This design comes from an exercise in tuning for small area and a short achievable clock period on the open sky130 flow, not from production work.
Only simulation tests tie the RTL to the original design; equivalence was not proved.
Power is estimated from default activity; no workload was simulated.

==> design.v <==
package mc_pkg;
	parameter int DATA_W = 32;
	parameter int MAX_CS = 8;
	parameter logic [2:0] REG_SEL_VAL = 3'h3;
	parameter logic [4:0] REG_IDX_CSR = 5'd0;
	parameter logic [4:0] REG_IDX_MASK = 5'd2;
	parameter logic [4:0] REG_IDX_CS_BASE = 5'd4;
	parameter logic [2:0] MEM_TYPE_SDRAM = 3'h0;
	parameter logic [DATA_W-1:0] TMS_RESET = '1;
	parameter logic [10:0] MASK_RESET = 11'h7ff;
	typedef struct packed {
		logic cyc;
		logic stb;
		logic we;
		logic [31:0] addr;
		logic [DATA_W-1:0] data;
	} bus_req_t;
	typedef struct packed {
		logic [7:0] rsvd_hi;
		logic [7:0] sel_base;
		logic [6:0] rsvd_mid;
		logic wp;
		logic [3:0] rsvd_lo;
		logic [2:0] mem_type;
		logic en;
	} csc_t;
	typedef struct packed {
		logic [7:0] rfr_ps_val;
		logic [12:0] rsvd_hi;
		logic [2:0] ref_int;
		logic [4:0] rsvd_lo;
		logic fs;
		logic vpen;
		logic sts;
	} csr_t;
	typedef struct packed {
		logic we;
		logic [4:0] idx;
		logic [DATA_W-1:0] data;
	} reg_wr_t;
endpackage
`timescale 1ns/10ps
module mc_rf_top #(
	parameter int NUM_CS = 8
) (
	input  logic clk,
	input  logic rst,
	input  logic bus_cyc_i,
	input  logic bus_stb_i,
	input  logic bus_we_i,
	input  logic [31:0] bus_addr_i,
	input  logic [mc_pkg::DATA_W-1:0] bus_data_i,
	input  logic mc_sts_i,
	input  logic cs_le_i,
	input  logic init_ack_i,
	input  logic lmr_ack_i,
	output logic ack_o,
	output logic [mc_pkg::DATA_W-1:0] rd_data_o,
	output logic wp_err_o,
	output logic [mc_pkg::MAX_CS-1:0] cs_o,
	output logic [mc_pkg::DATA_W-1:0] csc_sel_o,
	output logic [mc_pkg::DATA_W-1:0] tms_sel_o,
	output logic [mc_pkg::MAX_CS-1:0] cs_need_rfr_o,
	output logic [2:0] ref_int_o,
	output logic [7:0] rfr_ps_val_o,
	output logic mc_vpen_o,
	output logic fs_o,
	output logic init_req_o,
	output logic lmr_req_o,
	output logic [mc_pkg::MAX_CS-1:0] spec_req_cs_o
);
	localparam int N = NUM_CS;
	localparam int W = mc_pkg::DATA_W;
	logic reg_sel;
	logic wr_we_q;
	logic [4:0] wr_idx_q;
	assign reg_sel = bus_cyc_i & bus_stb_i & (bus_addr_i[31:29] == mc_pkg::REG_SEL_VAL);
	always_ff @(posedge clk or posedge rst)
	begin
		if (rst)
		begin
			ack_o <= 1'b0;
			wr_we_q <= 1'b0;
		end
		else
		begin
			ack_o <= reg_sel & ~ack_o;
			wr_we_q <= reg_sel & bus_we_i & ~ack_o;
		end
	end
	always_ff @(posedge clk)
		wr_idx_q <= bus_addr_i[6:2];
	logic csr_we, mask_we;
	logic [N-1:0] csc_we, tms_we;
	assign csr_we = wr_we_q & (wr_idx_q == mc_pkg::REG_IDX_CSR);
	assign mask_we = wr_we_q & (wr_idx_q == mc_pkg::REG_IDX_MASK);
	for (genvar i = 0; i < N; i++)
	begin : g_we
		assign csc_we[i] = wr_we_q & (wr_idx_q == 5'(mc_pkg::REG_IDX_CS_BASE + 2 * i));
		assign tms_we[i] = wr_we_q & (wr_idx_q == 5'(mc_pkg::REG_IDX_CS_BASE + 2 * i + 1));
	end
	logic sts_q;
	logic [7:0] rfr_ps_val_q;
	logic [2:0] ref_int_q;
	logic fs_q, vpen_q;
	logic [10:0] mask_q;
	always_ff @(posedge clk or posedge rst)
	begin
		if (rst)
		begin
			sts_q <= 1'b0;
			rfr_ps_val_q <= '0;
			ref_int_q <= '0;
			fs_q <= 1'b0;
			vpen_q <= 1'b0;
			mask_q <= mc_pkg::MASK_RESET;
		end
		else
		begin
			sts_q <= mc_sts_i;
			if (csr_we)
			begin
				rfr_ps_val_q <= bus_data_i[31:24];
				ref_int_q <= bus_data_i[10:8];
				fs_q <= bus_data_i[2];
				vpen_q <= bus_data_i[1];
			end
			if (mask_we)
				mask_q <= bus_data_i[10:0];
		end
	end
	assign ref_int_o = ref_int_q;
	assign rfr_ps_val_o = rfr_ps_val_q;
	assign mc_vpen_o = vpen_q;
	assign fs_o = fs_q;
	logic [N-1:0][W-1:0] csc_q;
	logic [N-1:0][W-1:0] tms_q;
	logic [N-1:0] csc_v;
	logic [N-1:0] tms_v;
	always_ff @(posedge clk)
	begin
		for (int i = 0; i < N; i++)
		begin
			if (csc_we[i])
				csc_q[i] <= bus_data_i;
			if (tms_we[i])
				tms_q[i] <= bus_data_i;
		end
	end
	always_ff @(posedge clk or posedge rst)
	begin
		if (rst)
		begin
			csc_v <= '0;
			tms_v <= '0;
		end
		else
		begin
			csc_v <= csc_v | csc_we;
			tms_v <= tms_v | tms_we;
		end
	end
	logic [N-1:0] en;
	logic [N-1:0] need_rfr;
	logic [N-1:0] wp_bit;
	logic [N-1:0] match;
	for (genvar i = 0; i < N; i++)
	begin : g_slot
		assign en[i] = csc_v[i] & csc_q[i][0];
		assign wp_bit[i] = csc_q[i][8];
		assign match[i] = en[i] &
			(((csc_q[i][23:16] ^ bus_addr_i[28:21]) & mask_q[7:0]) == 8'h00);
	end
	logic [N-1:0] csc_sdram;
	for (genvar i = 0; i < N; i++)
	begin : g_need
		assign csc_sdram[i] = csc_we[i] & bus_data_i[0] &
			(bus_data_i[3:1] == mc_pkg::MEM_TYPE_SDRAM);
	end
	always_ff @(posedge clk or posedge rst)
	begin
		if (rst)
			need_rfr <= '0;
		else
			need_rfr <= (need_rfr & ~csc_we) | csc_sdram;
	end
	always_comb
	begin
		cs_need_rfr_o = '0;
		cs_need_rfr_o[N-1:0] = need_rfr;
	end
	logic [N-1:0] init_pending;
	logic [N-1:0] lmr_pending;
	logic [N-1:0] init_done;
	logic [N-1:0] lmr_done;
	always_ff @(posedge clk or posedge rst)
	begin
		if (rst)
		begin
			init_pending <= '0;
			lmr_pending <= '0;
		end
		else
		begin
			for (int i = 0; i < N; i++)
			begin
				if (init_done[i])
					init_pending[i] <= 1'b0;
				if (csc_sdram[i])
					init_pending[i] <= 1'b1;
				if (lmr_done[i])
					lmr_pending[i] <= 1'b0;
				if (tms_we[i] && need_rfr[i])
					lmr_pending[i] <= 1'b1;
			end
		end
	end
	logic load;
	logic [N-1:0] sel;
	logic [N-1:0] lower;
	logic tms_fill;
	logic [W-1:0] csc_d;
	logic [W-1:0] tms_d;
	assign load = cs_le_i & bus_cyc_i & bus_stb_i;
	always_comb
	begin
		lower[0] = 1'b0;
		for (int i = 1; i < N; i++)
			lower[i] = lower[i-1] | match[i-1];
		for (int i = 0; i < N - 1; i++)
			sel[i] = match[i] & ~lower[i];
		sel[N-1] = ~lower[N-1];
	end
	always_comb
	begin
		csc_d = '0;
		tms_d = '0;
		tms_fill = 1'b0;
		for (int i = 0; i < N; i++)
		begin
			if (i == N - 1)
				csc_d = csc_d | ({W{sel[i] & csc_v[i]}} & csc_q[i]);
			else
				csc_d = csc_d | ({W{sel[i]}} & csc_q[i]);
			tms_d = tms_d | ({W{sel[i]}} & tms_q[i]);
			tms_fill = tms_fill | (sel[i] & ~tms_v[i]);
		end
		tms_d = tms_d | {W{tms_fill}};
	end
	logic [W-1:0] tms_sel_n;
	assign tms_sel_o = ~tms_sel_n;
	always_ff @(posedge clk or posedge rst)
	begin
		if (rst)
		begin
			cs_o <= '0;
			wp_err_o <= 1'b0;
			csc_sel_o <= '0;
			tms_sel_n <= '0;
		end
		else if (load)
		begin
			cs_o <= '0;
			cs_o[N-1:0] <= match;
			wp_err_o <= |(match & wp_bit) & bus_we_i;
			csc_sel_o <= csc_d;
			tms_sel_n <= ~tms_d;
		end
		else if (!bus_cyc_i)
			wp_err_o <= 1'b0;
	end
	logic [W-1:0] rd_d;
	logic [4:0] rd_idx;
	logic rd_csr, rd_mask, rd_fill;
	logic [N-1:0] rd_csc, rd_tms;
	assign rd_idx = bus_addr_i[6:2];
	assign rd_csr = rd_idx == mc_pkg::REG_IDX_CSR;
	assign rd_mask = rd_idx == mc_pkg::REG_IDX_MASK;
	for (genvar i = 0; i < N; i++)
	begin : g_rd
		assign rd_csc[i] = rd_idx == 5'(mc_pkg::REG_IDX_CS_BASE + 2 * i);
		assign rd_tms[i] = rd_idx == 5'(mc_pkg::REG_IDX_CS_BASE + 2 * i + 1);
	end
	always_comb
	begin
		rd_d = ({W{rd_csr}} & {rfr_ps_val_q, 13'b0, ref_int_q, 5'b0, fs_q, vpen_q, mc_sts_i}) |
			({W{rd_mask}} & {{(W - 11){1'b0}}, mask_q});
		rd_fill = 1'b0;
		for (int i = 0; i < N; i++)
		begin
			rd_d = rd_d | ({W{rd_csc[i] & csc_v[i]}} & csc_q[i]) | ({W{rd_tms[i]}} & tms_q[i]);
			rd_fill = rd_fill | (rd_tms[i] & ~tms_v[i]);
		end
		rd_d = rd_d | {W{rd_fill}};
	end
	always_ff @(posedge clk)
		rd_data_o <= rd_d;
	logic init_ack_q, lmr_ack_q;
	logic init_done_q, lmr_done_q;
	logic [N-1:0] grant_q;
	logic [N-1:0] grant_last_q;
	logic [N-1:0] init_first, lmr_first;
	logic done_busy;
	assign init_first = init_pending & (~init_pending + 1'b1);
	assign lmr_first = lmr_pending & (~lmr_pending + 1'b1);
	assign done_busy = init_done_q | lmr_done_q;
	always_ff @(posedge clk or posedge rst)
	begin
		if (rst)
		begin
			grant_q <= '0;
			init_ack_q <= 1'b0;
			lmr_ack_q <= 1'b0;
			init_req_o <= 1'b0;
			lmr_req_o <= 1'b0;
			init_done_q <= 1'b0;
			lmr_done_q <= 1'b0;
		end
		else
		begin
			init_ack_q <= init_ack_i;
			lmr_ack_q <= lmr_ack_i;
			init_done_q <= 1'b0;
			lmr_done_q <= 1'b0;
			if (init_req_o)
			begin
				if (init_ack_q & ~init_ack_i)
				begin
					init_req_o <= 1'b0;
					init_done_q <= 1'b1;
					grant_q <= '0;
				end
			end
			else if (lmr_req_o)
			begin
				if (lmr_ack_q & ~lmr_ack_i)
				begin
					lmr_req_o <= 1'b0;
					lmr_done_q <= 1'b1;
					grant_q <= '0;
				end
			end
			else if (!done_busy && |init_pending)
			begin
				init_req_o <= 1'b1;
				grant_q <= init_first;
			end
			else if (!done_busy && |lmr_pending)
			begin
				lmr_req_o <= 1'b1;
				grant_q <= lmr_first;
			end
		end
	end
	always_ff @(posedge clk)
		grant_last_q <= grant_q;
	assign init_done = {N{init_done_q}} & grant_last_q;
	assign lmr_done = {N{lmr_done_q}} & grant_last_q;
	always_comb
	begin
		spec_req_cs_o = '0;
		spec_req_cs_o[N-1:0] = grant_q;
	end
endmodule
==> flow/run.sh <==
#!/bin/bash
# Standard ORFS layout (standard synthesis script), with resizing free to
# change cell footprints, plain buffers on the ports, and the slow
# single-size a222oi cell kept out of mapping and resizing.
set -euo pipefail
DU="$(cat flow/dont_use.txt)"
bash standard.sh MATCH_CELL_FOOTPRINT=0 "BUFFER_PORTS_ARGS=-buffer_cell sky130_fd_sc_hd__buf_2" "DONT_USE_CELLS=$DU" finish > standard.log 2>&1
==> flow/dont_use.txt <==
sky130_fd_sc_hd__probe_p_8 sky130_fd_sc_hd__probec_p_8 sky130_fd_sc_hd__lpflow_bleeder_1 sky130_fd_sc_hd__lpflow_clkbufkapwr_1 sky130_fd_sc_hd__lpflow_clkbufkapwr_16 sky130_fd_sc_hd__lpflow_clkbufkapwr_2 sky130_fd_sc_hd__lpflow_clkbufkapwr_4 sky130_fd_sc_hd__lpflow_clkbufkapwr_8 sky130_fd_sc_hd__lpflow_clkinvkapwr_1 sky130_fd_sc_hd__lpflow_clkinvkapwr_16 sky130_fd_sc_hd__lpflow_clkinvkapwr_2 sky130_fd_sc_hd__lpflow_clkinvkapwr_4 sky130_fd_sc_hd__lpflow_clkinvkapwr_8 sky130_fd_sc_hd__lpflow_decapkapwr_12 sky130_fd_sc_hd__lpflow_decapkapwr_3 sky130_fd_sc_hd__lpflow_decapkapwr_4 sky130_fd_sc_hd__lpflow_decapkapwr_6 sky130_fd_sc_hd__lpflow_decapkapwr_8 sky130_fd_sc_hd__lpflow_inputiso0n_1 sky130_fd_sc_hd__lpflow_inputiso0p_1 sky130_fd_sc_hd__lpflow_inputiso1n_1 sky130_fd_sc_hd__lpflow_inputiso1p_1 sky130_fd_sc_hd__lpflow_inputisolatch_1 sky130_fd_sc_hd__lpflow_isobufsrc_1 sky130_fd_sc_hd__lpflow_isobufsrc_16 sky130_fd_sc_hd__lpflow_isobufsrc_2 sky130_fd_sc_hd__lpflow_isobufsrc_4 sky130_fd_sc_hd__lpflow_isobufsrc_8 sky130_fd_sc_hd__lpflow_isobufsrckapwr_16 sky130_fd_sc_hd__lpflow_lsbuf_lh_hl_isowell_tap_1 sky130_fd_sc_hd__lpflow_lsbuf_lh_hl_isowell_tap_2 sky130_fd_sc_hd__lpflow_lsbuf_lh_hl_isowell_tap_4 sky130_fd_sc_hd__lpflow_lsbuf_lh_isowell_4 sky130_fd_sc_hd__lpflow_lsbuf_lh_isowell_tap_1 sky130_fd_sc_hd__lpflow_lsbuf_lh_isowell_tap_2 sky130_fd_sc_hd__lpflow_lsbuf_lh_isowell_tap_4 sky130_fd_sc_hd__a222oi_1
==> standard.sh <==
#!/bin/bash
# synth_recipe.tcl (not shown) runs the flow's synth.tcl, then flattens the netlist and writes it again
# the make line also repeats each setting of config.mk as NAME=value (left out here)
make -C /OpenROAD-flow-scripts/flow DESIGN_CONFIG=/design/flow/config.mk WORK_HOME=/design/flow/orfs CLKGATE_MAP_FILE= SYNTH_SCRIPT=/design/flow/synth_recipe.tcl "${@:-finish}"
==> config.mk <==
export PLATFORM = sky130hd
export DESIGN_NAME = mc_rf_top
export DESIGN_NICKNAME = mc_rf_top
export VERILOG_FILES = /design/flow/design.v
export SDC_FILE = /design/flow/constraint.sdc
export NUM_CORES = 4
export LEC_CHECK = 0
export CAP_MARGIN = 20
export CORE_MARGIN = 2
export CORE_UTILIZATION = 60
export CTS_BUF_LIST = sky130_fd_sc_hd__clkbuf_16
export CTS_CLUSTER_DIAMETER = 60
export CTS_CLUSTER_SIZE = 20
export SETUP_SLACK_MARGIN = 4.2
export SLEW_MARGIN = 20
==> constraint.sdc <==
create_clock -name core_clock -period 7.0 [get_ports {clk}]
set_input_delay 1.4000 -clock core_clock [delete_from_list [all_inputs] [get_ports {clk}]]
set_output_delay 1.4000 -clock core_clock [all_outputs]
set_load 0.01 [all_outputs]
==> flow_summary.ini, run 1 <==
[outcome]
status = finished clean

[clock_network]
cts_tree = done
cts_buffer_depth = 3
clk_pin_slew_ns = 0.08
cts_made_buffers = 48
hold_buffers = 0
clkLatencyLatePin_ns = 0.65
htree_levels = 2
cts_root_buffer = clkbuf_16
cts_sinks = 710

[floorplanning]
ios = 210
fp.dieW_um = 227
die_h_um = 227
start_util_pct = 60.8
die-area_um2 = 51500
core-area_um2 = 49100
fp-row-count = 81

[min_path]
hold_class = reg -> reg

[critical_path]
slowest_stage = a221o_1
critPathKind = in -> reg
required_ns = 7.57
critPathMaxFanout = 8
cp_num_buf_inv = 5
crit_arrival_ns = 3.92
crit_path_max_incr_delay_ns = 0.35
worst_setup_path_start_kind = primary input
cpMostUsedCell = buf_12
crit_chain = buf_12 -> xor2_4 -> a22oi_2 -> nand4_1 -> nor2_4 -> buf_12 -> nor4_4 -> buf_4 -> a221o_1 -> nor3_4 -> buf_6 -> clkbuf_16 -> a32o_1
path_delay_family = buffers and inverters
end_kind = flop

[finish]
drive_above_1_share_pct = 25.7
final_cell_mix = edfxtp_1 (512), buf_2 (185), a22oi_1 (152), dfrtp_1 (142)
syn2layout_area_growth_pct = 18.9
final_common_cell = edfxtp_1
nNetsFinal = 2471

[routing]
drtPass1Iterations = 9
drc = 0
drt_iter0_drc = 4479
wl_mm = 122
num_vias = 24000
postRouteAntennaNets = 0
via_per_inst = 7.73
wire_per_inst_um = 39.3

[placed_design]
dp_hpwl_mm = 56.7
gp_congestion = 0.949
portBuffers = 193

[global_routing]
grt_max_degree = 154
grt_pass1_wl_mm = 168
grt_antenna_before_repair = 4
gr-usage-all-layers_pct = 47.7
overflow = 0
first_global_vias = 22800

[timing]
fin_skew_ns = 0.0352
fmax_mhz = 298
min_period_ns = 3.35
finalMaxSlewViolations = 0
slew_headroom_pct = 31.7
tns_ns = 0
worstMarginPinSlew_ns = 1.02
hold_violations = 0
setup_viol = 0
finalCritPeriodShare_pct = 47.9
rsz0062_at_grt = true

[synth]
ys_ff_latch = 710
ys_async_sr_fraction_pct = 21.5
yosysUniqueCellTypes = 63
dominantRegCellSynth = edfxtp_1
seq_area_frac_synth_pct = 67.5
synth_edf_count = 512
syn_nets = 2215
synthCells = 2142
syn_area_um2 = 29800
yosysWarningCount = 1
syn_avg_cell_area_um2 = 13.9

[power]
powerDensity_nw_per_um2 = 232
p_leak_uw = 0.0126
vdd_drop_max_uv = 244
fin_total_pwr_uw = 8220

[flow_run]
cap_violations = 0
## path summary, 6_finish.rpt
check | start | to | slack [ns] | depth (start not counted)
setup / recovery | bus_addr_i[21] | tms_sel_n[17]$_DFFE_PP0P_ | 3.65 | 13
hold / removal | grant_q[7]$_DFFE_PP0P_ | grant_last_q[7]$_DFF_P_ | 0.39 | 0
setup reg to reg | mask_q[4]$_DFFE_PP1P_ | tms_sel_n[17]$_DFFE_PP0P_ | 3.93 | 12
hold reg to reg | grant_q[7]$_DFFE_PP0P_ | grant_last_q[7]$_DFF_P_ | 0.39 | 0
max in group asynchronous | rst | need_rfr[5]$_DFF_PP0_ | 5.19 | 3
min in group asynchronous | rst | tms_sel_n[5]$_DFFE_PP0P_ | 1.02 | 3
## power by group
group	internal [uW]	switching (uW)
sequential	4610	86.8
combinational	223	371
clock	1420	1510
## repair_timing
item | 4_1_cts | 5_1_grt
resized for setup | 199 | 37
setup buffers | 79 | 17
endpoints found under the setup margin | 120 | 96
cloned | 28 | 0
pin swaps | 72 | 28
## Yosys cell counts (all sizes together) (33+ instances only)
cell / instances / area share [%]
nand2: 76 / 0.96
a211oi: 46 / 1.2
nand4: 54 / 1.2
a221oi: 137 / 4.0
edfxtp: 512 / 52
buf: 66 / 1.3
dfrtp: 142 / 12
nor2: 128 / 1.7
a22oi: 164 / 4.1
a22o: 129 / 3.8
mux2i: 34 / 1.1
inv: 49 / 0.62
a21oi: 68 / 1.1
dfxtp: 45 / 3.0
xor2: 64 / 1.9
nor3: 41 / 0.74
a32o: 33 / 1.1
clkbuf: 101 / 1.3
and3: 34 / 0.71
## layer usage
metal / part of all wire, % / global-route usage (%) / up-vias
met3: 17 / 17.5 / 723
met2: 42 / 68.3 / 2555
met5: 0.022 / 0.285 / -
met4: 8.8 / 33.1 / 4
li1: - / - / 9104
met1: 33 / 60.7 / 11600
## stage by stage
step / setup WS, ns / cells / hold WS, ns / utilization, % / instance area [um2]
finish: 3.65 / 3102 / 0.393 / 72.3 / 35500
global route: 3.68 / 3101 / 0.406 / 72.3 / 35500
CTS: 3.73 / 3083 / 0.396 / 71.6 / 35100
detailed placement: 1.94 / 2888 / 0.384 / 64.3 / 31500
global placement: 1.97 / 2888 / 0.374 / 64.3 / 31500
floorplan: 3.63 / 2142 / 0.428 / - / 30000
## sequential cells by signal, summed over array words and instances, names as in the netlist, 3 cells and up
register      flops
tms_sel_n        32
init_pending      8
rfr_ps_val_q      8
rd_data_o        32
wr_idx_q          5
need_rfr          8
cs_o              8
tms_q           256
grant_last_q      8
csc_q           256
tms_v             8
csc_v             8
grant_q           8
mask_q           11
csc_sel_o        32
ref_int_q         3
lmr_pending       8
## cell type report
type | count | area (um2)
multi-input cells | 1219 | 9570
diodes | 2 | 5.00
clock buffers | 49 | 1230
flip-flops and latches | 710 | 20100
inverters | 49 | 188
clock inverters | 39 | 325
well taps | 664 | 831
fillers | 3271 | 13600
repair buffers | 370 | 3210
## cell families after synthesis
family                 after synthesis  share of synthesized area, %
AO/OA/AOI/OAI                      682                          18.2
XOR/XNOR                            64                          1.88
buffers and inverters              216                          3.16
flip-flops                         710                          67.5
multiplexers                        63                          2.24
AND/OR/NAND/NOR                    407                          7.02
## worst register-to-register path, delay by kind of cell, from the launching register on
kind	cells	cell delay, ns
compound gates	4	0.82
flops	1	0.79
buf+inv	5	0.82
simple gates	3	0.56
==> run 2, diff against run 1 <==
--- a/config.mk
+++ b/config.mk
@@ -11,5 +11,5 @@
 export CTS_BUF_LIST = sky130_fd_sc_hd__clkbuf_16
 export CTS_CLUSTER_DIAMETER = 60
 export CTS_CLUSTER_SIZE = 20
-export SETUP_SLACK_MARGIN = 4.2
+export SETUP_SLACK_MARGIN = 3.0
 export SLEW_MARGIN = 20
==> run 2 against run 1 <==
Effect of this change:
- via count shrank 5.5%
- cell area shrank 6.2%
- fmax shrank 15%
- critical path depth shrank 2
- clock skew grew 0.0034 ns
- sequential share of layout area grew 3.7 points
- clock power grew 2%
- flip-flop and latch count is the same
- worst setup slack lost 0.59 ns
==> flow_summary.ini, run 2 <==
[placed_design]
gp_congestion = 0.936
post-place-ws_ns = 1.74
portBuffers = 193
dp_hpwl_mm = 56.9

[timing]
tns_ns = 0
slew_headroom_pct = 16.0
fin_ws_ns = 3.06
hold_violations = 0
min_period_ns = 3.94
rsz0062_at_grt = false
finalCritPeriodShare_pct = 56.3
worstMarginPinSlew_ns = 1.26
fin_skew_ns = 0.0387
fmax_mhz = 254
setup_viol = 0
finalMaxSlewViolations = 0

[critical_path]
path_delay_family = compound AO/OA/AOI/OAI gates
end_kind = flop
slowest_stage = buf_8
critPathMaxFanout = 52
crit_arrival_ns = 4.43
cp_num_buf_inv = 3
crit_chain = buf_2 -> xor2_1 -> a22oi_1 -> nand4_1 -> nor2_4 -> buf_8 -> nor4_2 -> buf_4 -> a221o_1 -> a211oi_1 -> a21oi_1
crit_path_max_incr_delay_ns = 0.49
critPathKind = in -> reg
required_ns = 7.49
worst_setup_path_start_kind = primary input

[synth]
yosys-top-cells-area = edfxtp_1 (52%), dfrtp_1 (12%), a22oi_1 (4.1%), a221oi_1 (4.0%), a22o_1 (3.8%)
dominantRegCellSynth = edfxtp_1
netlist.area_leader.share_pct = 51.6
seq_area_frac_synth_pct = 67.5
yosysWarningCount = 1
ys_ff_latch = 710
syn_avg_cell_area_um2 = 13.9
synthMostInstantiatedCell = edfxtp_1
synth_edf_count = 512
ys_async_sr_fraction_pct = 21.5
synth.largest_area_cell = edfxtp_1
synthTopCellsByCount = edfxtp_1 (512), a22oi_1 (164), dfrtp_1 (142), a221oi_1 (136), a22o_1 (129)
yosysUniqueCellTypes = 63
syn_nets = 2215
synthCells = 2142
syn_area_um2 = 29800

[floorplanning]
die_h_um = 227
start_util_pct = 60.8
core-area_um2 = 49100
fp.dieW_um = 227
die-area_um2 = 51500
ios = 210
fp-row-count = 81

[global_routing]
gr-usage-all-layers_pct = 42.0
overflow = 0
grt_antenna_before_repair = 5
first_global_vias = 21800
grt_pass1_wl_mm = 152
grt_max_degree = 154

[finish]
nNetsFinal = 2361
final_cell_mix = edfxtp_1 (512), buf_2 (193), a22oi_1 (164), dfrtp_1 (142), a221oi_1 (136)
top_regs = csc_q (256), tms_q (256)
syn2layout_area_growth_pct = 11.6
fillers = 3534
final_common_cell = edfxtp_1
drive_above_1_share_pct = 18.6

[clock_network]
cts_buffer_depth = 3
htree_levels = 2
clkLatencyLatePin_ns = 0.64
cts_root_buffer = clkbuf_16
cts_tree = done
hold_buffers = 0
cts_made_buffers = 48
clk_pin_slew_ns = 0.08
cts_sinks = 710

[min_path]
hold_class = reg -> reg

[routing]
postRouteAntennaNets = 0
wire_per_inst_um = 36.2
drtPass1Iterations = 6
drt-met1-wl_mm = 37.9
via_per_inst = 7.57
num_vias = 22700
dr_wl_met3_mm = 14.5
drc = 0
dr_wl_met2_mm = 48.8
highest_layer = met5
wl_mm = 108
drt_iter0_drc = 3765

[flow_run]
cap_violations = 0

[power]
powerDensity_nw_per_um2 = 246
p_leak_uw = 0.0117
vdd_drop_max_uv = 260

[outcome]
status = finished clean
## run 2: cell count changes in the layout (fill, tap and decap cells not counted), sizes merged, moves of 2 or more
| cell | before | now |
|---|---|---|
| clkbuf | 67 | 50 |
| buf | 352 | 260 |
| clkinv | 12 | 10 |
| bufinv | 3 | 5 |
## run 2: kinds of logic (layout without fill, tap and decap cells)
kind of cell	Yosys count	after routing	synth area share [%]
buffers and inverters	216	400	3.16
xor gates and xnor gates	64	64	1.88
and+or+nand+nor	407	409	7.02
DFF	710	710	67.5
other	0	1	0
AOI/OAI and AO/OA	682	682	18.2
muxes	63	63	2.24
## run 2: worst reg2reg max path: stages (launching register included)
cell and delay [ns]:
dfstp_2 0.71, a22oi_1 0.18, nand4_1 0.27, nor2_4 0.12
buf_4 0.19, nor4_4 0.35, buf_4 0.95, a221oi_1 0.26
a32o_1 0.33
## run 2: routing by layer
metal  GRT usage (%)  vias up
met5               0        -
met2            64.9     2072
met3            10.4      484
li1                -     8889
met4            22.9        8
met1            55.1    11200
## run 2: layout make-up
cell class / count / area (um2) / share of cell area (%)
Antenna cell: 1 / 2.50 / 0.00752
Clock buffer: 49 / 1230 / 3.68
Sequential cell: 710 / 20100 / 60.5
Inverter: 49 / 188 / 0.564
Multi-Input combinational cell: 1218 / 8970 / 27.0
Tap cell: 664 / 831 / 2.50
Timing Repair Buffer: 261 / 1560 / 4.69
Clock inverter: 41 / 380 / 1.14
## run 2: through the flow
step,util (%),std cells,cell area [um2],total power (uW),hold slack (ns)
3_5_place_dp,64.2,2889,31500,5280,0.373
6_report,67.8,2993,33300,8190,0.392
4_1_cts,67.7,2986,33200,8180,0.391
5_1_grt,67.8,2993,33300,8400,0.425
3_3_place_gp,64.2,2889,31500,5270,0.373
2_1_floorplan,-,2142,29800,5040,0.428
## run 2: final timing paths
check | from | end | slack (ns) | cells past startpoint
hold / removal | grant_q[0]$_DFFE_PP0P_ | grant_last_q[0]$_DFF_P_ | 0.39 | 0
setup / recovery | bus_addr_i[23] | csc_sel_o[10]$_DFFE_PP0P_ | 3.06 | 11
max in group asynchronous | rst | rfr_ps_val_q[6]$_DFFE_PP0P_ | 5.18 | 3
hold reg to reg | grant_q[0]$_DFFE_PP0P_ | grant_last_q[0]$_DFF_P_ | 0.39 | 0
min in group asynchronous | rst | tms_sel_n[4]$_DFFE_PP0P_ | 1.03 | 3
setup reg to reg | mask_q[2]$_DFFE_PP1P_ | tms_sel_n[12]$_DFFE_PP0P_ | 3.52 | 8
## run 2: what timing repair did
action	CTS	global route
buffers inserted	5	5
gates cloned	2	1
endpoints found under the setup margin	63	40
resized for setup	8	6
pin swaps	3	2
## run 2: report_power, final
part | switching (uW) | internal, uW
clock | 1500 | 1490
combinational | 336 | 177
sequential | 84.7 | 4610
total | 1920 | 6270
==> run 3, diff against run 2 <==
--- a/config.mk
+++ b/config.mk
@@ -11,5 +11,5 @@
 export CTS_BUF_LIST = sky130_fd_sc_hd__clkbuf_16
 export CTS_CLUSTER_DIAMETER = 60
 export CTS_CLUSTER_SIZE = 20
-export SETUP_SLACK_MARGIN = 3.0
+export SETUP_SLACK_MARGIN = 3.9
 export SLEW_MARGIN = 20
==> run 3 against run 2 <==
Effect of this change:
- hold slack got worse by 0.0028 ns
- sequential power hardly changed
- clock power decreased by 7.4%
- critical path type unchanged
- worst setup slack gained 0.68 ns
- fmax increased by 21%
- first-iteration DRC count increased by 14%
- combinational power grew 7.4%
- flip-flop and latch count unchanged
- area after synthesis unchanged
- critical endpoint is now csc_sel_o[24]$_DFFE_PP0P_
- cell area up 5.2%
==> flow_summary.ini, run 3 <==
[outcome]
status = finished clean

[flow_run]
cap_violations = 0

[synth]
ys_ff_latch = 710
synthTopCellsByCount = edfxtp_1 (512), a22oi_1 (164), dfrtp_1 (142), a221oi_1 (136), a22o_1 (129)
seq_area_frac_synth_pct = 67.5
netlist.area_leader.share_pct = 51.6
yosysWarningCount = 1
syn_avg_cell_area_um2 = 13.9
synth.largest_area_cell = edfxtp_1
synthMostInstantiatedCell = edfxtp_1
yosysUniqueCellTypes = 63
syn_nets = 2215
yosys-top-cells-area = edfxtp_1 (52%), dfrtp_1 (12%), a22oi_1 (4.1%), a221oi_1 (4.0%), a22o_1 (3.8%)
ys_async_sr_fraction_pct = 21.5
synth_edf_count = 512
syn_area_um2 = 29800
synthCells = 2142
dominantRegCellSynth = edfxtp_1

[floorplanning]
fp.dieW_um = 227
die_h_um = 227
die-area_um2 = 51500
ios = 210
fp-row-count = 81
core-area_um2 = 49100
start_util_pct = 60.8

[timing]
setup_viol = 0
worstMarginPinSlew_ns = 1.04
fin_skew_ns = 0.0324
rsz0062_at_grt = true
slew_headroom_pct = 31.0
finalMaxSlewViolations = 0
tns_ns = 0
finalCritPeriodShare_pct = 46.6
min_period_ns = 3.26
hold_violations = 0
fmax_mhz = 307

[critical_path]
crit_arrival_ns = 3.77
critPathMaxFanout = 8
required_ns = 7.51
worst_setup_path_start_kind = primary input
critPathKind = in -> reg
end_kind = flop

[routing]
wire_per_inst_um = 37.6
via_per_inst = 7.61
wl_mm = 116
drt_iter0_drc = 4309
drtPass1Iterations = 5
drc = 0
num_vias = 23400
postRouteAntennaNets = 0

[clock_network]
cts_buffer_depth = 3
htree_levels = 2
clkLatencyLatePin_ns = 0.64
cts_root_buffer = clkbuf_16
cts_sinks = 710
hold_buffers = 0
clk_pin_slew_ns = 0.08
cts_made_buffers = 47
cts_tree = done

[power]
p_leak_uw = 0.0123
vdd_drop_max_uv = 280
powerDensity_nw_per_um2 = 229

[finish]
final_cell_mix = edfxtp_1 (512), buf_2 (185), dfrtp_1 (142), a221oi_1 (135), a22oi_1 (130)
top_regs = csc_q (256), tms_q (256)
final_common_cell = edfxtp_1
drive_above_1_share_pct = 25.5
final_cell_count_no_fill = 3077
syn2layout_area_growth_pct = 17.4
nNetsFinal = 2444

[placed_design]
dp_hpwl_mm = 54.9
portBuffers = 193
placed_cells = 2890
gp_congestion = 0.937

[global_routing]
grt_max_degree = 154
first_global_vias = 22300
grt_antenna_before_repair = 5
gr-usage-all-layers_pct = 44.5
grt_pass1_wl_mm = 158
overflow = 0

[min_path]
hold_class = reg -> reg
-- run 3: changes by cell type in the layout (fill, tap and decap cells not counted), sizes merged, moves of 4 or more --
cell	change
buf	+66
clkbuf	+14
clkinv	+8
bufinv	-4
diode	+4
-- run 3: cells by family (layout without fill, tap and decap cells) --
family	Yosys count	in the layout	synth area share [%]
xor+xnor	64	64	1.88
compound gates	682	682	18.2
other cells	0	5	0
flops	710	710	67.5
buf+inv	216	478	3.16
simple gates	407	411	7.02
mux	63	63	2.24
-- run 3: repair_timing --
| action | CTS | global route |
|---|---|---|
| setup buffers | 47 | 23 |
| resized for setup | 109 | 104 |
| endpoints found under the setup margin | 82 | 79 |
| gates cloned | 19 | 7 |
| pin swaps | 24 | 73 |
-- run 3: final cells by class --
| cell class | instances | area [um2] |
|---|---|---|
| Clock inverter | 39 | 258 |
| Antenna cell | 5 | 12.5 |
| Inverter | 49 | 188 |
| Tap cell | 664 | 831 |
| Clock buffer | 47 | 1180 |
| Sequential cell | 710 | 20100 |
| Fill cell | 3369 | 14000 |
| Multi-Input combinational cell | 1220 | 9560 |
| Timing Repair Buffer | 343 | 2880 |
-- run 3: per-stage QoR --
step                      worst slack, ns  power [uW]  hold slack, ns  util [%]  area, um2
after global placement               2.11        5270           0.373      64.3      31500
after global routing                 3.74        8190           0.408      71.4      35000
after floorplan                      3.63        5040           0.428         -      29900
final                                3.74        8010           0.389      71.4      35000
after CTS                            3.85        7960           0.391      69.6      34100
after detailed placement             2.03        5280           0.378      64.3      31500
-- run 3: where the power goes --
part	internal (uW)	switching (uW)
registers	4610	85.8
clock network	1290	1480
logic	198	352
total	6090	1910
-- run 3: metal layers --
metal	wire, um	vias up	track usage [%]
li1	-	9038	-
met4	7820	4	26.0
met2	50000	2347	65.3
met3	18900	567	14.0
met5	23	-	0
met1	38900	11500	58.9
-- run 3: critical path, stage by stage --
cell	delay [ns]
buf_12	0.12
xor2_2	0.15
a22oi_2	0.20
nand4_1	0.23
nor2_4	0.27
buf_6	0.13
or3_4	0.20
buf_6	0.14
buf_4	0.11
nor2_4	0.04
buf_12	0.14
buf_8	0.15
a211oi_1	0.38
a21oi_2	0.10
-- run 3: worst paths after layout --
| check | start | to | slack [ns] | depth (start not counted) |
|---|---|---|---|---|
| min in group asynchronous | rst | csc_sel_o[6]$_DFFE_PP0P_ | 1.00 | 3 |
| hold reg to reg | grant_q[4]$_DFFE_PP0P_ | grant_last_q[4]$_DFF_P_ | 0.39 | 0 |
| setup / recovery | bus_addr_i[23] | csc_sel_o[24]$_DFFE_PP0P_ | 3.74 | 14 |
| max in group asynchronous | rst | csc_v[0]$_DFF_PP0_ | 5.19 | 3 |
| hold / removal | grant_q[4]$_DFFE_PP0P_ | grant_last_q[4]$_DFF_P_ | 0.39 | 0 |
| setup reg to reg | mask_q[4]$_DFFE_PP1P_ | tms_sel_n[29]$_DFFE_PP0P_ | 3.99 | 12 |
==> run 4, diff against run 3 <==
--- a/config.mk
+++ b/config.mk
@@ -11,5 +11,6 @@
 export CTS_BUF_LIST = sky130_fd_sc_hd__clkbuf_16
 export CTS_CLUSTER_DIAMETER = 60
 export CTS_CLUSTER_SIZE = 20
-export SETUP_SLACK_MARGIN = 3.9
+export PLACE_DENSITY = 0.75
+export SETUP_SLACK_MARGIN = 3.8
 export SLEW_MARGIN = 20
==> run 4 against run 3 <==
Effect of this change:
- largest power group unchanged
- worst setup slack lost 0.23 ns
- total power grew 0.58%
- routed wire length shrank 0.20%
- cell area shrank 0.63%
- clock skew grew 0.0038 ns
- critical endpoint is now wp_err_o$_DFFE_PP0P_
- hold slack is essentially flat
- critical path depth shrank 2
==> flow_summary.ini, run 4 <==
[critical_path]
r2r_start = mask_q[4]$_DFFE_PP1P_
r2r_setup_slack_ns = 3.92
cp_num_buf_inv = 4
setup.worst_path.end = wp_err_o$_DFFE_PP0P_
end_kind = flop
crit_chain = buf_12 -> xor2_1 -> nand2_1 -> nand3_1 -> nor2_4 -> clkbuf_16 -> buf_4 -> buf_4 -> a22oi_1 -> nand3_1 -> o311ai_2 -> nand2_1
r2r-end = wp_err_o$_DFFE_PP0P_
crit_path_max_incr_delay_ns = 0.65
cp.depth = 12
slowest_stage = o311ai_2
worstSetupStartpoint = bus_addr_i[28]
crit_arrival_ns = 3.96
critPathMaxFanout = 12
path_delay_family = compound AO/OA/AOI/OAI gates
rr_worst_depth = 10
worst_setup_path_start_kind = primary input
critPathKind = in -> reg
required_ns = 7.47

[synth]
netlist.area_leader.share_pct = 51.6
yosysWarningCount = 1
synthCells = 2142
synthTopCellsByCount = edfxtp_1 (512), a22oi_1 (164), dfrtp_1 (142), a221oi_1 (136), a22o_1 (129)
syn_avg_cell_area_um2 = 13.9
seq_area_frac_synth_pct = 67.5
ys_ff_latch = 710
synth_edf_count = 512
yosysUniqueCellTypes = 63
dominantRegCellSynth = edfxtp_1
syn_nets = 2215
synth.largest_area_cell = edfxtp_1
syn_area_um2 = 29800
yosys-top-cells-area = edfxtp_1 (52%), dfrtp_1 (12%), a22oi_1 (4.1%), a221oi_1 (4.0%), a22o_1 (3.8%)
synthMostInstantiatedCell = edfxtp_1
ys_async_sr_fraction_pct = 21.5

[finish]
layout.area.seq_um2 = 20100
drive_above_1_share_pct = 23.7
syn2layout_area_growth_pct = 16.7
fillers = 3176
top_regs = csc_q (256), tms_q (256)
final_cell_count_no_fill = 3072
final_common_cell = edfxtp_1
multi_input_area_um2 = 9440
nNetsFinal = 2438
final_cell_mix = edfxtp_1 (512), buf_2 (185), a22oi_1 (154), dfrtp_1 (142), a221oi_1 (135)

[global_routing]
grt_pass1_wl_mm = 156
gr-usage-all-layers_pct = 43.2
first_global_vias = 22500
grt_antenna_before_repair = 7
overflow = 0
grt_max_degree = 154

[timing]
worstMarginPinSlew_ns = 1.19
fin_skew_ns = 0.0362
finalCritPeriodShare_pct = 49.9
finalMaxSlewViolations = 0
setup_viol = 0
hold_violations = 0
fmax_mhz = 286
min_period_ns = 3.49
tns_ns = 0
slew_headroom_pct = 20.1
rsz0062_at_grt = true

[routing]
drc = 0
drt_iter0_drc = 5292
wire_per_inst_um = 37.6
drtPass1Iterations = 7
wl_mm = 116
postRouteAntennaNets = 0
via_per_inst = 7.81
num_vias = 24000

[power]
p_leak_uw = 0.0123
powerDensity_nw_per_um2 = 231
power_frac_comb_pct = 6.9
vdd_drop_max_uv = 189
clockPowerShare_pct = 34.8
p_switching_uw = 1950
p_seq_share_pct = 58.3
swShare_pct = 24.2
p_int_uw = 6110

[clock_network]
cts_buffer_depth = 3
cts_made_buffers = 47
cts_sinks = 710
cts_tree = done
clkLatencyLatePin_ns = 0.63
hold_buffers = 0
cts_root_buffer = clkbuf_16
clk_pin_slew_ns = 0.08
htree_levels = 2

[min_path]
hold_class = reg -> reg

[placed_design]
gp_congestion = 0.942
placed_cells = 2887
portBuffers = 193
dp_hpwl_mm = 54.9

[floorplanning]
core-area_um2 = 49100
ios = 210
fp.dieW_um = 227
start_util_pct = 60.8
die_h_um = 227
fp-row-count = 81
die-area_um2 = 51500

[outcome]
status = finished clean

[flow_run]
cap_violations = 0
-- run 4: logic make-up (layout without fill, tap and decap cells) --
family / Yosys count / count (layout) / synth area share (%)
muxes: 63 / 63 / 2.24
and+or+nand+nor: 407 / 411 / 7.02
buffers and inverters: 216 / 472 / 3.16
xor gates and xnor gates: 64 / 64 / 1.88
other: 0 / 6 / 0
AOI/OAI and AO/OA: 682 / 682 / 18.2
DFF: 710 / 710 / 67.5
-- run 4: how the worst min path moves through the flow --
| stage | slack [ns] | to | cells past startpoint | startpoint |
|---|---|---|---|---|
| after floorplan | 0.43 | grant_last_q[0]$_DFF_P_ | 0 | grant_q[0]$_DFFE_PP0P_ |
| after global placement | 0.37 | grant_last_q[7]$_DFF_P_ | 0 | grant_q[7]$_DFFE_PP0P_ |
| after detailed placement | 0.38 | grant_last_q[7]$_DFF_P_ | 0 | grant_q[7]$_DFFE_PP0P_ |
| after CTS | 0.39 | grant_last_q[7]$_DFF_P_ | 0 | grant_q[7]$_DFFE_PP0P_ |
| after global routing | 0.40 | grant_last_q[7]$_DFF_P_ | 0 | grant_q[7]$_DFFE_PP0P_ |
| final | 0.39 | grant_last_q[7]$_DFF_P_ | 0 | grant_q[7]$_DFFE_PP0P_ |
-- run 4: through the flow --
| step | total power (uW) | utilization [%] | hold WS (ns) | worst slack, ns | cell area (um2) |
|---|---|---|---|---|---|
| floorplan | 5040 | - | 0.428 | 3.63 | 29900 |
| CTS | 7980 | 69.2 | 0.387 | 3.76 | 33900 |
| detailed placement | 5280 | 64.2 | 0.379 | 2.03 | 31500 |
| global placement | 5270 | 64.2 | 0.374 | 2.08 | 31500 |
| global route | 8220 | 70.9 | 0.402 | 3.50 | 34800 |
| finish | 8050 | 71.0 | 0.389 | 3.51 | 34800 |
-- run 4: layout make-up --
cell class / count / area share [%]
Antenna cell: 6 / 0.0431
Clock inverter: 37 / 0.658
Sequential cell: 710 / 57.8
Tap cell: 664 / 2.39
Multi-Input combinational cell: 1220 / 27.1
Timing Repair Buffer: 337 / 7.92
Clock buffer: 49 / 3.52
Inverter: 49 / 0.539
-- run 4: per-layer routing --
layer	vias up	routed length, um	track usage (%)
met5	-	43	0
met4	6	10600	29.6
met3	781	21400	14.5
met2	2742	47300	61.2
met1	11400	36200	56.8
li1	9047	-	-
-- run 4: power by group through the flow --
| stage | registers, uW | logic (uW) | clock network, uW |
|---|---|---|---|
| 2_1_floorplan | 4790 | 252 | 0 |
| 3_3_place_gp | 4780 | 492 | 0 |
| 3_5_place_dp | 4780 | 502 | 0 |
| 4_1_cts | 4690 | 515 | 2780 |
| 5_1_grt | 4700 | 587 | 2930 |
| 6_report | 4700 | 554 | 2800 |
-- run 4: timing repair --
| item | 4_1_cts | 5_1_grt |
|---|---|---|
| pin swaps | 19 | 46 |
| gates cloned | 14 | 9 |
| gates resized for setup | 79 | 107 |
| hold endpoints to repair | 0 | 0 |
| endpoints found under the setup margin | 79 | 68 |
| buffers inserted | 48 | 22 |
==> run 5, diff against run 4 <==
--- a/config.mk
+++ b/config.mk
@@ -11,6 +11,5 @@
 export CTS_BUF_LIST = sky130_fd_sc_hd__clkbuf_16
 export CTS_CLUSTER_DIAMETER = 60
 export CTS_CLUSTER_SIZE = 20
-export PLACE_DENSITY = 0.75
-export SETUP_SLACK_MARGIN = 3.8
+export SETUP_SLACK_MARGIN = 3.7
 export SLEW_MARGIN = 20
==> run 5 against run 4 <==
Effect of this change:
- combinational power down 4.3%
- area after synthesis unchanged
- routed wire length down 2.2%
- hold slack better by 0.011 ns
- flip-flop and latch count unchanged
- synthesized cell count unchanged
- total power up 1.7%
- core utilization down 1.6 points
- first-iteration DRC count down 24%
- via count down 3.8%
- global-route usage up 0.31 points
==> flow_summary.ini, run 5 <==
[placed_design]
post-place-ws_ns = 1.90
portBuffers = 193
gp_congestion = 0.921
dp_hpwl_mm = 56.8
placed_cells = 2892

[power]
vdd_drop_max_uv = 220
p_leak_uw = 0.0120
powerDensity_nw_per_um2 = 241

[finish]
drive_above_1_share_pct = 21.1
final_cell_mix = edfxtp_1 (512), buf_2 (185), a22oi_1 (157), dfrtp_1 (142), a221oi_1 (136)
final_cell_count_no_fill = 3034
fillers = 3440
final_common_cell = edfxtp_1
top_regs = csc_q (256), tms_q (256)
nNetsFinal = 2401
syn2layout_area_growth_pct = 14.0

[floorplanning]
core-area_um2 = 49100
fp.dieW_um = 227
start_util_pct = 60.8
ios = 210
die_h_um = 227
die-area_um2 = 51500
fp-row-count = 81

[clock_network]
cts_root_buffer = clkbuf_16
cts_made_buffers = 49
clk_pin_slew_ns = 0.08
cts_buffer_depth = 3
cts_sinks = 710
clkLatencyLatePin_ns = 0.64
hold_buffers = 0
cts_tree = done
htree_levels = 2

[critical_path]
critPathKind = in -> reg
r2r_start = csc_q[54]$_DFFE_PP_
r2r-end = csc_sel_o[23]$_DFFE_PP0P_
required_ns = 7.49
worstSetupStartpoint = bus_addr_i[23]
critPathMaxFanout = 27
r2r_setup_slack_ns = 4.02
worst_setup_path_start_kind = primary input
end_kind = flop
rr_worst_depth = 12
crit_arrival_ns = 3.84

[synth]
yosysWarningCount = 1
netlist.area_leader.share_pct = 51.6
synthTopCellsByCount = edfxtp_1 (512), a22oi_1 (164), dfrtp_1 (142), a221oi_1 (136), a22o_1 (129)
ys_async_sr_fraction_pct = 21.5
synthMostInstantiatedCell = edfxtp_1
syn_area_um2 = 29800
ys_ff_latch = 710
synth_edf_count = 512
syn_nets = 2215
dominantRegCellSynth = edfxtp_1
synthCells = 2142
syn_avg_cell_area_um2 = 13.9
synth.largest_area_cell = edfxtp_1
seq_area_frac_synth_pct = 67.5
yosysUniqueCellTypes = 63
yosys-top-cells-area = edfxtp_1 (52%), dfrtp_1 (12%), a22oi_1 (4.1%), a221oi_1 (4.0%), a22o_1 (3.8%)

[timing]
hold_violations = 0
min_period_ns = 3.35
fin_skew_ns = 0.0298
tns_ns = 0
setup_viol = 0
rsz0062_at_grt = true
finalCritPeriodShare_pct = 47.9
fmax_mhz = 299
hold_slack_ns = 0.401
fin_ws_ns = 3.65
slew_headroom_pct = 31.3
finalMaxSlewViolations = 0
worstMarginPinSlew_ns = 1.03

[global_routing]
grt_antenna_before_repair = 1
grt_pass1_wl_mm = 156
gr-usage-all-layers_pct = 43.5
overflow = 0
first_global_vias = 22000
grt_max_degree = 63

[routing]
via_per_inst = 7.61
num_vias = 23100
postRouteAntennaNets = 0
drtPass1Iterations = 10
wl_mm = 113
wire_per_inst_um = 37.2
drc = 0
drt_iter0_drc = 4028

[min_path]
min_from = grant_q[0]$_DFFE_PP0P_
holdPathEnd = grant_last_q[0]$_DFF_P_
hold_class = reg -> reg
hold_path_depth = 0

[flow_run]
cap_violations = 0

[outcome]
status = finished clean
## run 5: power breakdown
group	total, uW	switching [uW]	internal (uW)	leakage (uW)
Combinational	530	343	187	0.00424
Sequential	4690	86.4	4610	0.00694
Clock	2970	1530	1440	0.000813
## run 5: repair_timing
action,4_1_cts,5_1_grt
setup endpoints to repair,82,65
cloned,8,3
pin swaps,13,20
gates resized for setup,45,42
buffers inserted,28,10
## run 5: routing by layer
| layer | vias to the layer above | track usage (%) | part of all wire [%] |
|---|---|---|---|
| li1 | 8962 | - | - |
| met2 | 2307 | 64.9 | 43 |
| met1 | 11200 | 57.3 | 34 |
| met3 | 573 | 12.4 | 15 |
| met4 | 0 | 25.9 | 7.2 |
| met5 | - | 0 | 0 |
## run 5: worst max-delay path, cell delays in order
cell,delay (ns)
buf_12,0.12
xor2_1,0.14
a22oi_1,0.24
nand4_1,0.23
nor2_4,0.23
buf_12,0.14
nor4_4,0.05
buf_12,0.14
buf_4,0.16
buf_6,0.26
a22o_1,0.24
a211oi_1,0.34
a21oi_1,0.13
## run 5: worst max-delay path by stage
stage / endpoint / slack, ns / cells past startpoint
final: csc_sel_o[23]$_DFFE_PP0P_ / 3.65 / 13
after global routing: tms_sel_n[14]$_DFFE_PP0P_ / 3.64 / 12
after CTS: tms_sel_n[25]$_DFFE_PP0P_ / 3.71 / 13
after detailed placement: tms_sel_n[23]$_DFFE_PP0P_ / 1.90 / 10
after global placement: tms_sel_n[31]$_DFFE_PP0P_ / 1.88 / 10
after floorplan: tms_sel_n[10]$_DFFE_PP0P_ / 3.63 / 9
## run 5: area by class of cell
type / count / area [um2] / area share (%)
antenna: 1 / 2.50 / 0.00736
tap: 664 / 831 / 2.44
inverter: 49 / 188 / 0.552
timing repair buffer: 301 / 2180 / 6.42
clock buffer: 51 / 1280 / 3.75
sequential: 710 / 20100 / 59.2
clock inverter: 41 / 319 / 0.938
multi-input combinational: 1217 / 9090 / 26.7
## run 5: cell families after synthesis
| family | share of synthesized area [%] |
|---|---|
| flip-flops | 67.5 |
| AO/OA/AOI/OAI | 18.2 |
| AND/OR/NAND/NOR | 7.02 |
| buffers and inverters | 3.16 |
| XOR/XNOR | 1.88 |
| multiplexers | 2.24 |
## run 5: stage by stage
stage               instance area (um2)  power [uW]  util (%)
finish                            34000        8190      69.3
global route                      34000        8390      69.3
CTS                               33700        8160      68.7
detailed placement                31500        5290      64.3
global placement                  31500        5280      64.3
floorplan                         29900        5040         -
==> run 6, diff against run 5 <==
--- a/config.mk
+++ b/config.mk
@@ -8,8 +8,7 @@
 export CAP_MARGIN = 20
 export CORE_MARGIN = 2
 export CORE_UTILIZATION = 60
-export CTS_BUF_LIST = sky130_fd_sc_hd__clkbuf_16
-export CTS_CLUSTER_DIAMETER = 60
-export CTS_CLUSTER_SIZE = 20
-export SETUP_SLACK_MARGIN = 3.7
+export CTS_BUF_LIST = sky130_fd_sc_hd__clkbuf_8
+export CTS_CLUSTER_SIZE = 30
+export SETUP_SLACK_MARGIN = 4.2
 export SLEW_MARGIN = 20
==> run 6 against run 5 <==
Effect of this change:
- cell area grew 7.2%
- clock power grew 33%
- hold slack lost 0.014 ns
- via count grew 4.1%
- critical endpoint is now tms_sel_n[7]$_DFFE_PP0P_
- largest cell class unchanged
- highest routed layer is now met5
==> flow_summary.ini, run 6 <==
[outcome]
status = finished clean

[synth]
synthAdderAreaFrac_pct = 0
synth-compound-area-share_pct = 18.2
syn_nets = 2215
dominantRegCellSynth = edfxtp_1
yosysWarningCount = 1
synthCells = 2142
syn_avg_cell_area_um2 = 13.9
yosys-top-cells-area = edfxtp_1 (52%), dfrtp_1 (12%), a22oi_1 (4.1%), a221oi_1 (4.0%), a22o_1 (3.8%)
yosysUniqueCellTypes = 63
synth_top_family_by_area = compound AO/OA/AOI/OAI gates
synthMuxAreaShare_pct = 2.24
synth-simple-area-share_pct = 7.02
synthTopCellsByCount = edfxtp_1 (512), a22oi_1 (164), dfrtp_1 (142), a221oi_1 (136), a22o_1 (129)
synth_xor_area_share_pct = 1.88
syn_area_um2 = 29800
ys_async_sr_fraction_pct = 21.5
synth.largest_area_cell = edfxtp_1
ys_ff_latch = 710
seq_area_frac_synth_pct = 67.5
synthMostInstantiatedCell = edfxtp_1
synth_edf_count = 512
netlist.area_leader.share_pct = 51.6

[timing]
worstMarginPinSlew_ns = 1.03
slew_headroom_pct = 31.2
setup_viol = 0
rsz0062_at_grt = true
hold_violations = 0
finalCritPeriodShare_pct = 46.8
fin_skew_ns = 0.0264
fmax_mhz = 305
finalMaxSlewViolations = 0
min_period_ns = 3.28
tns_ns = 0

[routing]
drt_iter0_drc = 4086
highest_layer = met5
drt-met1-wl_mm = 39.6
wl_mm = 120
drc = 0
dr_wl_met2_mm = 50.9
num_vias = 24000
via_per_inst = 7.49
dr_wl_met3_mm = 19.4
wire_per_inst_um = 37.4
drtPass1Iterations = 6
postRouteAntennaNets = 0

[clock_network]
clkLatencyLatePin_ns = 0.76
cts_buffer_depth = 3
hold_buffers = 0
cts_root_buffer = clkbuf_8
cts_tree = done
htree_levels = 3
cts_sinks = 710
cts_made_buffers = 112
clk_pin_slew_ns = 0.06

[critical_path]
required_ns = 7.64
crit_path_max_incr_delay_ns = 0.31
crit_chain = buf_12 -> xor2_1 -> a22o_1 -> a221oi_2 -> nand4_1 -> buf_4 -> buf_6 -> nand3b_1 -> o32ai_4 -> nor3_4 -> buf_6 -> buf_12 -> a32o_2
r2r_setup_slack_ns = 3.98
cp_num_buf_inv = 5
crit_arrival_ns = 3.91
end_kind = flop
r2r_start = mask_q[4]$_DFFE_PP1P_
worst_setup_path_start_kind = primary input
path_delay_family = compound AO/OA/AOI/OAI gates
r2r-end = tms_sel_n[7]$_DFFE_PP0P_
slowest_stage = o32ai_4
critPathMaxFanout = 7
critPathKind = in -> reg
rr_worst_depth = 11

[floorplanning]
die-area_um2 = 51500
start_util_pct = 60.8
fp.dieW_um = 227
ios = 210
fp-row-count = 81
die_h_um = 227
core-area_um2 = 49100

[global_routing]
grt_max_degree = 154
gr-usage-all-layers_pct = 46.0
grt_pass1_wl_mm = 163
overflow = 0
grt_antenna_before_repair = 5
first_global_vias = 23000

[finish]
final_cell_mix = edfxtp_1 (512), buf_2 (183), dfrtp_1 (140), clkbuf_8 (139), a221oi_1 (134)
top_regs = csc_q (256), tms_q (256)
drive_above_1_share_pct = 29.5
syn2layout_area_growth_pct = 22.2
final_common_cell = edfxtp_1
nNetsFinal = 2516

[flow_run]
cap_violations = 0

[power]
vdd_drop_max_uv = 216
p_leak_uw = 0.0131
fin_total_pwr_uw = 9240
powerDensity_nw_per_um2 = 253

[placed_design]
dp_hpwl_mm = 56.7
portBuffers = 193
gp_congestion = 0.949

[min_path]
hold_path_depth = 0
hold_class = reg -> reg
min_from = grant_q[7]$_DFFE_PP0P_
holdPathEnd = grant_last_q[7]$_DFF_P_
==> run 6: cell counts after synthesis <==
Identical to the previous run, type by type.
==> run 6: power breakdown <==
part / internal [uW] / switching [uW] / total (uW)
registers: 4620 / 87.6 / 4700
clock network: 2240 / 1710 / 3950
logic: 215 / 366 / 581
==> run 6: cell type report <==
type	instances	area (um2)
Antenna cell	2	5.00
Clock buffer	139	1910
Clock inverter	75	649
Fill cell	3193	12600
Inverter	49	188
Multi-Input combinational cell	1219	9720
Sequential cell	710	20100
Tap cell	664	831
Timing Repair Buffer	351	3020
==> run 6: logic make-up after synthesis <==
family | count (synthesis)
and+or+nand+nor | 407
buffers and inverters | 216
muxes | 63
AOI/OAI and AO/OA | 682
xor gates and xnor gates | 64
DFF | 710
==> run 6: layer usage <==
layer / global-route usage (%) / up-vias
met5: 0 / -
met4: 30.8 / 6
met3: 16.7 / 707
met2: 66.6 / 2432
met1: 58.4 / 11600
li1: - / 9246
==> run 6: timing repair <==
action,CTS,global route
setup endpoints to repair,103,118
hold endpoints to repair,0,0
gates cloned,15,10
pin swaps,88,57
gates resized for setup,171,97
setup buffers,57,23
==> run 6: per-stage QoR <==
stage                     hold slack (ns)  setup slack, ns  std cells  instance area [um2]  utilization, %
final                               0.387             3.72       3209                36400            74.3
after global routing                0.400             3.72       3207                36400            74.3
after global placement              0.374             1.97       2888                31500            64.3
after floorplan                     0.428             3.63       2142                30000               -
after CTS                           0.392             3.90       3174                35600            72.5
after detailed placement            0.384             1.94       2888                31500            64.3
==> run 6: worst max path at each step <==
| stage | startpoint | to | slack (ns) | depth (start not counted) |
|---|---|---|---|---|
| after floorplan | bus_addr_i[21] | tms_sel_n[10]$_DFFE_PP0P_ | 3.63 | 9 |
| after global placement | bus_addr_i[23] | csc_sel_o[15]$_DFFE_PP0P_ | 1.97 | 11 |
| after detailed placement | bus_addr_i[23] | csc_sel_o[15]$_DFFE_PP0P_ | 1.94 | 11 |
| after CTS | bus_addr_i[21] | tms_sel_n[1]$_DFFE_PP0P_ | 3.90 | 13 |
| after global routing | bus_addr_i[23] | tms_sel_n[7]$_DFFE_PP0P_ | 3.72 | 13 |
| final | bus_addr_i[23] | tms_sel_n[7]$_DFFE_PP0P_ | 3.72 | 13 |
==> run 6: worst reg2reg max path: stages (launching register included) <==
cell,delay [ns]
dfstp_2,0.76
a22oi_1,0.16
nand4_1,0.20
nor2_4,0.08
buf_6,0.13
or3_4,0.43
buf_6,0.18
o32ai_4,0.30
nor3_4,0.09
buf_6,0.16
buf_12,0.17
a32o_2,0.26
==> run 7, diff against run 6 <==
--- a/config.mk
+++ b/config.mk
@@ -10,5 +10,5 @@
 export CORE_UTILIZATION = 60
 export CTS_BUF_LIST = sky130_fd_sc_hd__clkbuf_8
 export CTS_CLUSTER_SIZE = 30
-export SETUP_SLACK_MARGIN = 4.2
+export SETUP_SLACK_MARGIN = 4.4
 export SLEW_MARGIN = 20
==> run 7 against run 6 <==
Effect of this change:
- the layout now fails its checks (capacitance limit, slew limit)
- sequential share of layout area fell by 1.4 points
- register-to-register slack got worse by 0.04 ns
- global-route usage increased by 2.0 points
- synthesized cell count stayed put
- fmax is 1.2% lower
- clock skew increased by 0.015 ns
- first-iteration DRC count up 16%
- sequential power about the same
- flip-flop and latch count unchanged
- clock power is 12% lower
- routed wire length grew 6.1%
- hold slack better by 0.015 ns
==> flow_summary.ini, run 7 <==
[critical_path]
required_ns = 7.68
crit_path_max_incr_delay_ns = 1.27
r2r_setup_slack_ns = 3.94
worst_setup_path_start_kind = primary input
r2r-end = wp_err_o$_DFFE_PP0P_
crit_arrival_ns = 4.00
rr_worst_depth = 7
r2r_start = csc_v[7]$_DFF_PP0_
crit_chain = buf_8 -> xor2_1 -> a22oi_1 -> nand3_1 -> a211oi_1 -> a32o_1 -> o311ai_4 -> nand2_1
end_kind = flop
slowest_stage = a211oi_1
critPathMaxFanout = 8
critPathKind = in -> reg

[floorplanning]
ios = 210
fp.dieW_um = 227
die_h_um = 227
start_util_pct = 60.8
die-area_um2 = 51500
core-area_um2 = 49100
fp-row-count = 81

[placed_design]
post-place-ws_ns = 2.13
post_dp_cell_area_um2 = 31600
gp_congestion = 0.931
portBuffers = 193
dp_hpwl_mm = 56.0

[min_path]
hold_class = reg -> reg
min_from = grant_q[3]$_DFFE_PP0P_
hold_path_depth = 0
holdPathEnd = grant_last_q[3]$_DFF_P_

[routing]
postRouteAntennaNets = 0
wire_per_inst_um = 38.1
drtPass1Iterations = 8
num_vias = 25100
wl_mm = 127
drc = 0
via_per_inst = 7.52
drt_iter0_drc = 4727

[synth]
synthCells = 2142
synthMuxAreaShare_pct = 2.24
synth_top_family_by_area = compound AO/OA/AOI/OAI gates
ys_async_sr_fraction_pct = 21.5
synth-simple-area-share_pct = 7.02
syn_area_um2 = 29800
synth.largest_area_cell = edfxtp_1
synth-compound-area-share_pct = 18.2
synthAdderAreaFrac_pct = 0
syn_avg_cell_area_um2 = 13.9
yosysUniqueCellTypes = 63
synth_xor_area_share_pct = 1.88
syn_nets = 2215
synthTopCellsByCount = edfxtp_1 (512), a22oi_1 (164), dfrtp_1 (142), a221oi_1 (136), a22o_1 (129)
yosysWarningCount = 1
seq_area_frac_synth_pct = 67.5
synthMostInstantiatedCell = edfxtp_1
ys_ff_latch = 710
synth_edf_count = 512
yosys-top-cells-area = edfxtp_1 (52%), dfrtp_1 (12%), a22oi_1 (4.1%), a221oi_1 (4.0%), a22o_1 (3.8%)
dominantRegCellSynth = edfxtp_1
netlist.area_leader.share_pct = 51.6

[finish]
finalInstanceArea_um2 = 37500
syn2layout_area_growth_pct = 25.6
drive_above_1_share_pct = 31.6
utilization_pct = 76.4
final_cell_mix = edfxtp_1 (512), buf_4 (172), a22oi_1 (149), buf_2 (149), dfrtp_1 (141)
multi_input_area_um2 = 9590
top_regs = csc_q (256), tms_q (256)
fillers = 3126
nNetsFinal = 2634
layout.area.seq_um2 = 20100
final_common_cell = edfxtp_1

[clock_network]
cts_root_buffer = clkbuf_8
cts_buffer_depth = 3
cts_tree = done
clkLatencyLatePin_ns = 0.76
cts_sinks = 710
clk_pin_slew_ns = 0.06
htree_levels = 3
cts_made_buffers = 113

[timing]
fmax_mhz = 301
min_period_ns = 3.32
finalCritPeriodShare_pct = 47.4
fin_ws_ns = 3.68
tns_ns = 0
rsz0062_at_grt = true
slew_headroom_pct = -9.53
worstMarginPinSlew_ns = 1.63
hold_violations = 0
finalMaxSlewViolations = 3
setup_viol = 0
fin_skew_ns = 0.0414

[flow_run]
cap_violations = 1

[outcome]
violations = capacitance limit, slew limit
status = failed layout checks

[global_routing]
grt_antenna_before_repair = 4
overflow = 0
gr-usage-all-layers_pct = 47.9
grt_pass1_wl_mm = 169
grt_max_degree = 154
first_global_vias = 23600

[power]
power_frac_comb_pct = 7.9
p_switching_uw = 2170
swShare_pct = 24.4
clockPowerShare_pct = 39.1
p_leak_uw = 0.0138
p_seq_share_pct = 53.0
powerDensity_nw_per_um2 = 237
vdd_drop_max_uv = 225
p_int_uw = 6710
==> run 7: cell counts after synthesis <==
No cell type changed its count.
==> run 7: timing repair <==
action                                  CTS  global route
setup buffers                           128            48
resized for setup                       250           102
hold buffers                              0             0
endpoints found under the setup margin  331           280
cloned                                   32             9
pin swaps                                64            56
==> run 7: final cells by class <==
type / instances / share of cell area (%)
well taps: 664 / 2.22
clock inverters: 77 / 0.918
clock buffers: 136 / 5.00
diodes: 12 / 0.0801
multi-input cells: 1219 / 25.6
inverters: 49 / 0.501
flip-flops and latches: 710 / 53.8
repair buffers: 468 / 11.9
==> run 7: kinds of logic (layout without fill, tap and decap cells) <==
family / Yosys count / in the layout
buffers and inverters: 216 / 730
XOR/XNOR: 64 / 64
flip-flops: 710 / 710
multiplexers: 63 / 63
AO/OA/AOI/OAI: 682 / 682
other: 0 / 12
AND/OR/NAND/NOR: 407 / 410
==> run 7: per-stage QoR <==
stage	total power, uW	cells	hold WS [ns]
6_report	8880	3335	0.402
5_1_grt	9100	3323	0.419
4_1_cts	8760	3266	0.402
3_5_place_dp	5280	2893	0.378
3_3_place_gp	5280	2892	0.377
2_1_floorplan	5050	2142	0.428
==> run 7: how the worst max path moves through the flow <==
stage              startpoint                   endpoint  slack, ns  cells past startpoint
2_1_floorplan  bus_addr_i[27]  tms_sel_n[10]$_DFFE_PP0P_       3.67                     10
3_3_place_gp   bus_addr_i[28]  csc_sel_o[23]$_DFFE_PP0P_       2.10                     10
3_5_place_dp   bus_addr_i[22]  csc_sel_o[27]$_DFFE_PP0P_       2.13                     10
4_1_cts        bus_addr_i[23]  tms_sel_n[28]$_DFFE_PP0P_       3.92                     13
5_1_grt        bus_addr_i[28]   tms_sel_n[9]$_DFFE_PP0P_       3.82                     12
6_report       bus_addr_i[28]       wp_err_o$_DFFE_PP0P_       3.68                      8
==> run 7: power groups by stage <==
stage	Clock (uW)	Sequential [uW]	Combinational (uW)
after floorplan	0	4790	261
after global placement	0	4780	498
after detailed placement	0	4780	505
after CTS	3450	4690	619
after global routing	3650	4710	737
final	3470	4710	700
==> run 7: routing by layer <==
metal	global-route usage (%)	share of wire (%)	vias to the layer above
li1	-	-	9497
met1	60.5	33	12100
met2	68.2	41	2692
met3	18.6	17	771
met4	33.5	9.1	8
met5	1.33	0.17	-
==> run 7: worst max-delay path: cells and delay by family <==
family                    cells  cell delay [ns]
xor gates and xnor gates      1             0.20
AOI/OAI and AO/OA             4             1.96
buffers and inverters         1             0.14
and+or+nand+nor               2             0.29

## separate check: timing with driven ports
The flow's constraints put no driver on any port. The routed layouts listed below were extracted and timed again, unchanged, in two steps. Step 1 sets driving cells, clkbuf_16 on the clock port and buf_2 on the other inputs (assumed; they add their load-dependent delay and slew). Step 2 moves the port delays by t, midway between the first and last clock arrival at a register: inputs arrive t later, outputs are due t later. That takes back most of the time a late clock gives input paths. Three values: ideal ports, drivers, drivers and shift; two values: the first two.
run	t, ns	slack for setup (ns)	hold slack, ns	worst data-port slew with drivers (ns)
run 1	0.697	3.648 / 3.592 / 2.895	0.393 / 0.393 / 0.393	0.15
run 2	0.682	3.056 / 3.081 / 2.399	0.392 / 0.392 / 0.392	0.10
run 3	0.689	3.740 / 3.681 / 2.992	0.389 / 0.389 / 0.389	0.14
run 4	0.676	3.507 / 3.505 / 2.829	0.389 / 0.389 / 0.389	0.17
run 5	0.688	3.650 / 3.623 / 2.935	0.401 / 0.401 / 0.401	0.13
run 6	0.805	3.724 / 3.688 / 2.882	0.387 / 0.387 / 0.387	0.14
run 7	0.804	3.683 / 3.683 / 2.879	0.402 / 0.402 / 0.402	0.21
For run 6, which loses most, drivers alone change the setup slack by -0.036 ns; drivers and shift together by -0.842 ns.
